Background: an optimization exercise with open tools, aiming at small area, a short achievable clock period and few clock cycles per item. Do not read the settings as production practice. Function was checked by simulation only, so behaviour that the tests miss may differ from the original. Power figures rest on the tool's default switching activity, not on a simulated workload.

==> inputs of 04-26 <==
Design lstm_cell_top, start of the top module:
module lstm_cell_top (
  input  logic                      clk,
  input  logic                      rst_n,
  input  logic                      cfg_we_i,
  input  logic [6-1:0]   cfg_addr_i,
  input  lstm_pkg::gate_row_t       cfg_wdata_i,
  input  logic                      clear_state_i,
  input  logic                      din_vld_i,
  input  lstm_pkg::sample_t         din_i,
  output logic                      dout_vld_o,
  output lstm_pkg::unit_idx_t       dout_idx_o,
  output lstm_pkg::sample_t         dout_o,
  output logic                      busy_o
);
==> module lstm_sequencer, before the edit <==
module lstm_sequencer (
  input  logic                      clk,
  input  logic                      rst_n,
  input  logic                      din_vld_i,
  input  lstm_pkg::sample_t         din_i,
  input  logic [55:0]               h_i,         
  output logic                      busy_o,
  output logic [63:0]               op_o,        
  output logic [31:0]               wsel_o,      
  output logic [31:0]               rsel_o,      
  output logic [3:0]                close_o      
);
  lstm_pkg::sample_t   x_q;           
  logic [2:0]          t0, t0_nx;     
  logic                take_nx, vld_nx;
  logic                busy;          
  logic                x_v;           
  logic [7:0]          rsel0;
  logic                osel_x;        
  logic [3:0]          osel_h;        
  lstm_pkg::sample_t   op0;
  lstm_pkg::sample_t   op_q   [1:3];
  logic [7:0]          wsel_q [1:3];
  logic [3:0]          xsel_q;        
  logic [7:0]          wsel0;         
  always_comb
  begin
    if (t0[2])
      busy = (t0 != 3'd7);
    else
      busy = (t0 == 3'd3) && x_v;
    take_nx = din_vld_i && !busy;
    if (t0[2] || x_v)
      t0_nx = t0 + 3'd1;
    else
      t0_nx = t0;
    vld_nx = t0_nx[2] || take_nx;
    for (int t = 0; t < 8; t++)
    begin
      rsel0[t] = (t0_nx == 3'(t));
    end
    wsel0[3:0] = xsel_q;
    for (int t = 4; t < 8; t++)
    begin
      wsel0[t] = (t0 == 3'(t));
    end
    op0 = osel_x ? x_q : '0;
    for (int m = 0; m < 4; m++)
    begin
      if (osel_h[m])
        op0 = op0 | {{2{h_i[14*m + 13]}}, h_i[14*m +: 14]};
    end
  end
  always_ff @(posedge clk)
  begin
    x_q <= din_i;
  end
  always_ff @(posedge clk)
  begin
    if (!rst_n)
    begin
      t0        <= '0;
      x_v       <= 1'b0;
      busy_o    <= 1'b0;
      close_o   <= '0;
      xsel_q    <= '0;
      osel_x    <= 1'b0;
      osel_h    <= '0;
    end
    else
    begin
      t0  <= t0_nx;
      x_v <= take_nx;
      if (t0_nx[2])
        busy_o <= (t0_nx != 3'd7);
      else
        busy_o <= (t0_nx == 3'd3) && take_nx;
      close_o <= {close_o[2:0], (t0 == 3'd7)};
      for (int t = 0; t < 4; t++)
      begin
        xsel_q[t] <= take_nx && (t0_nx == 3'(t));
      end
      osel_x <= !t0_nx[2] && take_nx;
      for (int m = 0; m < 4; m++)
      begin
        osel_h[m] <= t0_nx[2] && (t0_nx[1:0] == 2'(m));
      end
    end
  end
  always_ff @(posedge clk)
  begin
    op_q[1]   <= op0;
    op_q[2]   <= op_q[1];
    op_q[3]   <= op_q[2];
    wsel_q[1] <= wsel0;
    wsel_q[2] <= wsel_q[1];
    wsel_q[3] <= wsel_q[2];
  end
  assign op_o   = {op_q[3], op_q[2], op_q[1], op0};
  assign wsel_o = {wsel_q[3], wsel_q[2], wsel_q[1], wsel0};
  assign rsel_o = {wsel_q[2], wsel_q[1], wsel0, rsel0};
endmodule
clock: 20.0 ns
lec_check: 0
cap_margin: 20
core_margin: 2
core_utilization: 50
slew_margin: 20
run.sh (not shown) runs the stock make flow with config.mk's settings and CLKGATE_MAP_FILE= SYNTH_SCRIPT=/design/flow/synth_recipe.tcl, a recipe that flattens the netlist after the stock synthesis.
==> 06-04 (differences from 04-26) <==
--- a/flow/design.v
+++ b/flow/design.v
@@ -117,3 +117,3 @@
     end
-    op0 = osel_x ? x_q : '0;
+    op0 = (osel_x && x_v) ? x_q : '0;
     for (int m = 0; m < 4; m++)
@@ -137,3 +137,3 @@
       xsel_q    <= '0;
-      osel_x    <= 1'b0;
+      osel_x    <= 1'b1;
       osel_h    <= '0;
@@ -153,3 +153,3 @@
       end
-      osel_x <= !t0_nx[2] && take_nx;
+      osel_x <= !t0_nx[2];
       for (int m = 0; m < 4; m++)
--- a/flow/config.mk
+++ b/flow/config.mk
@@ -9,3 +9,3 @@
 export CORE_MARGIN = 2
-export CORE_UTILIZATION = 50
+export CORE_UTILIZATION = 45
 export SLEW_MARGIN = 20
==> 10-06 (differences from 04-26) <==
--- a/flow/design.v
+++ b/flow/design.v
@@ -86,3 +86,2 @@
   logic                take_nx, vld_nx;
-  logic                busy;          
   logic                x_v;           
@@ -93,12 +92,6 @@
   lstm_pkg::sample_t   op_q   [1:3];
-  logic [7:0]          wsel_q [1:3];
-  logic [3:0]          xsel_q;        
-  logic [7:0]          wsel0;         
+  logic [7:0]          wsel_q [0:3];
   always_comb
   begin
-    if (t0[2])
-      busy = (t0 != 3'd7);
-    else
-      busy = (t0 == 3'd3) && x_v;
-    take_nx = din_vld_i && !busy;
+    take_nx = din_vld_i && !busy_o;
     if (t0[2] || x_v)
@@ -112,8 +105,3 @@
     end
-    wsel0[3:0] = xsel_q;
-    for (int t = 4; t < 8; t++)
-    begin
-      wsel0[t] = (t0 == 3'(t));
-    end
-    op0 = osel_x ? x_q : '0;
+    op0 = (osel_x && x_v) ? x_q : '0;
     for (int m = 0; m < 4; m++)
@@ -136,4 +124,4 @@
       close_o   <= '0;
-      xsel_q    <= '0;
-      osel_x    <= 1'b0;
+      wsel_q[0] <= '0;
+      osel_x    <= 1'b1;
       osel_h    <= '0;
@@ -149,7 +137,7 @@
       close_o <= {close_o[2:0], (t0 == 3'd7)};
-      for (int t = 0; t < 4; t++)
+      for (int t = 0; t < 8; t++)
       begin
-        xsel_q[t] <= take_nx && (t0_nx == 3'(t));
+        wsel_q[0][t] <= vld_nx && (t0_nx == 3'(t));
       end
-      osel_x <= !t0_nx[2] && take_nx;
+      osel_x <= !t0_nx[2];
       for (int m = 0; m < 4; m++)
@@ -165,3 +153,3 @@
     op_q[3]   <= op_q[2];
-    wsel_q[1] <= wsel0;
+    wsel_q[1] <= wsel_q[0];
     wsel_q[2] <= wsel_q[1];
@@ -170,4 +158,4 @@
   assign op_o   = {op_q[3], op_q[2], op_q[1], op0};
-  assign wsel_o = {wsel_q[3], wsel_q[2], wsel_q[1], wsel0};
-  assign rsel_o = {wsel_q[2], wsel_q[1], wsel0, rsel0};
+  assign wsel_o = {wsel_q[3], wsel_q[2], wsel_q[1], wsel_q[0]};
+  assign rsel_o = {wsel_q[2], wsel_q[1], wsel_q[0], rsel0};
 endmodule
--- a/flow/config.mk
+++ b/flow/config.mk
@@ -9,3 +9,3 @@
 export CORE_MARGIN = 2
-export CORE_UTILIZATION = 50
+export CORE_UTILIZATION = 40
 export SLEW_MARGIN = 20
==> reports/results.tsv <==
stage	metric	value	unit
outcome	outcome	complete, no violations	
min_path	hold_start	u_act.gate_o_o[5]	
cells_and_area	nClkBuffers	653	
cells_and_area	nNonClkBuffers	531	
synthesis	yosysSeqAreaShare	0.3847	
pwr	seq_power	11600	µW
route	wl_met2	441800	µm
place	pre_cts_slack	13.34	ns
cells_and_area	final_area	317600	µm²
grt	grt_util_met3	0.06846	
grt	antenna_found_initial	154	
pwr	internal_power	20920	µW
synthesis	synth_fa_ha_area_frac	0.3442	
[end of results for 06-04]
==> reports/results.tsv <==
stage	metric	value	unit
pwr	sw_frac_of_total	0.3910	
route	wl_met2	422700	µm
pwr	p_per_area	109.1	nW/µm²
synthesis	synth_fa_ha_area_frac	0.3444	
grt	grt_util_met3	0.09910	
pwr	internal_power	21050	µW
cells_and_area	nNonClkBuffers	601	
synthesis	yosysSeqAreaShare	0.3850	
place	pre_cts_slack	13.54	ns
cells_and_area	nClkBuffers	631	
grt	antenna_found_initial	164	
outcome	outcome	complete, no violations	
pwr	seq_power	11500	µW
[end of results for 04-26]
==> reports/results.tsv <==
stage	metric	value	unit
outcome	outcome	complete, no violations	
grt	antenna_found_initial	138	
cells_and_area	nClkBuffers	653	
pwr	seq_power	11600	µW
pwr	internal_power	20920	µW
min_path	hold_start	u_state.p_o[2]	
cells_and_area	final_area	319100	µm²
synthesis	yosysSeqAreaShare	0.3853	
cells_and_area	nNonClkBuffers	574	
route	wl_met2	415900	µm
synthesis	synth_fa_ha_area_frac	0.3445	
[end of results for 10-06]
Testbench counts of 04-26, summed over its fixed seeds: cycles 1,096, steps 128.
Testbench counts of 06-04, summed over its fixed seeds: cycles 1,096, steps 128.
Testbench counts of 10-06, summed over its fixed seeds: cycles 1,096, steps 128.

==> afterwards: timing with drivers on the ports <==
Ports are ideal in the flow. The routed layouts listed here were re-timed in OpenROAD.
Step 1 assumes that a clkbuf_16 drives the clock port and a buf_2 every other input.
Step 2 moves the port delays by t, midway between the first and last clock arrival at a register: inputs arrive t later, outputs are due t later. That takes back most of the time a late clock gives input paths.
Slacks: ideal ports / drivers / drivers and shift; pairs: ideal ports / drivers.
run	t (ns)	setup WS [ns]	latest minus earliest clock arrival (ns)	worst register clock-pin slew, ns
04-26	1.189	13.440 / 13.440 / 13.440	0.126 / 0.126	0.07 / 0.07
06-04	1.204	13.167 / 13.167 / 13.167	0.214 / 0.214	0.07 / 0.07
10-06	1.207	13.027 / 13.027 / 13.027	0.195 / 0.195	0.07 / 0.07
After both steps every run listed still meets setup and hold.
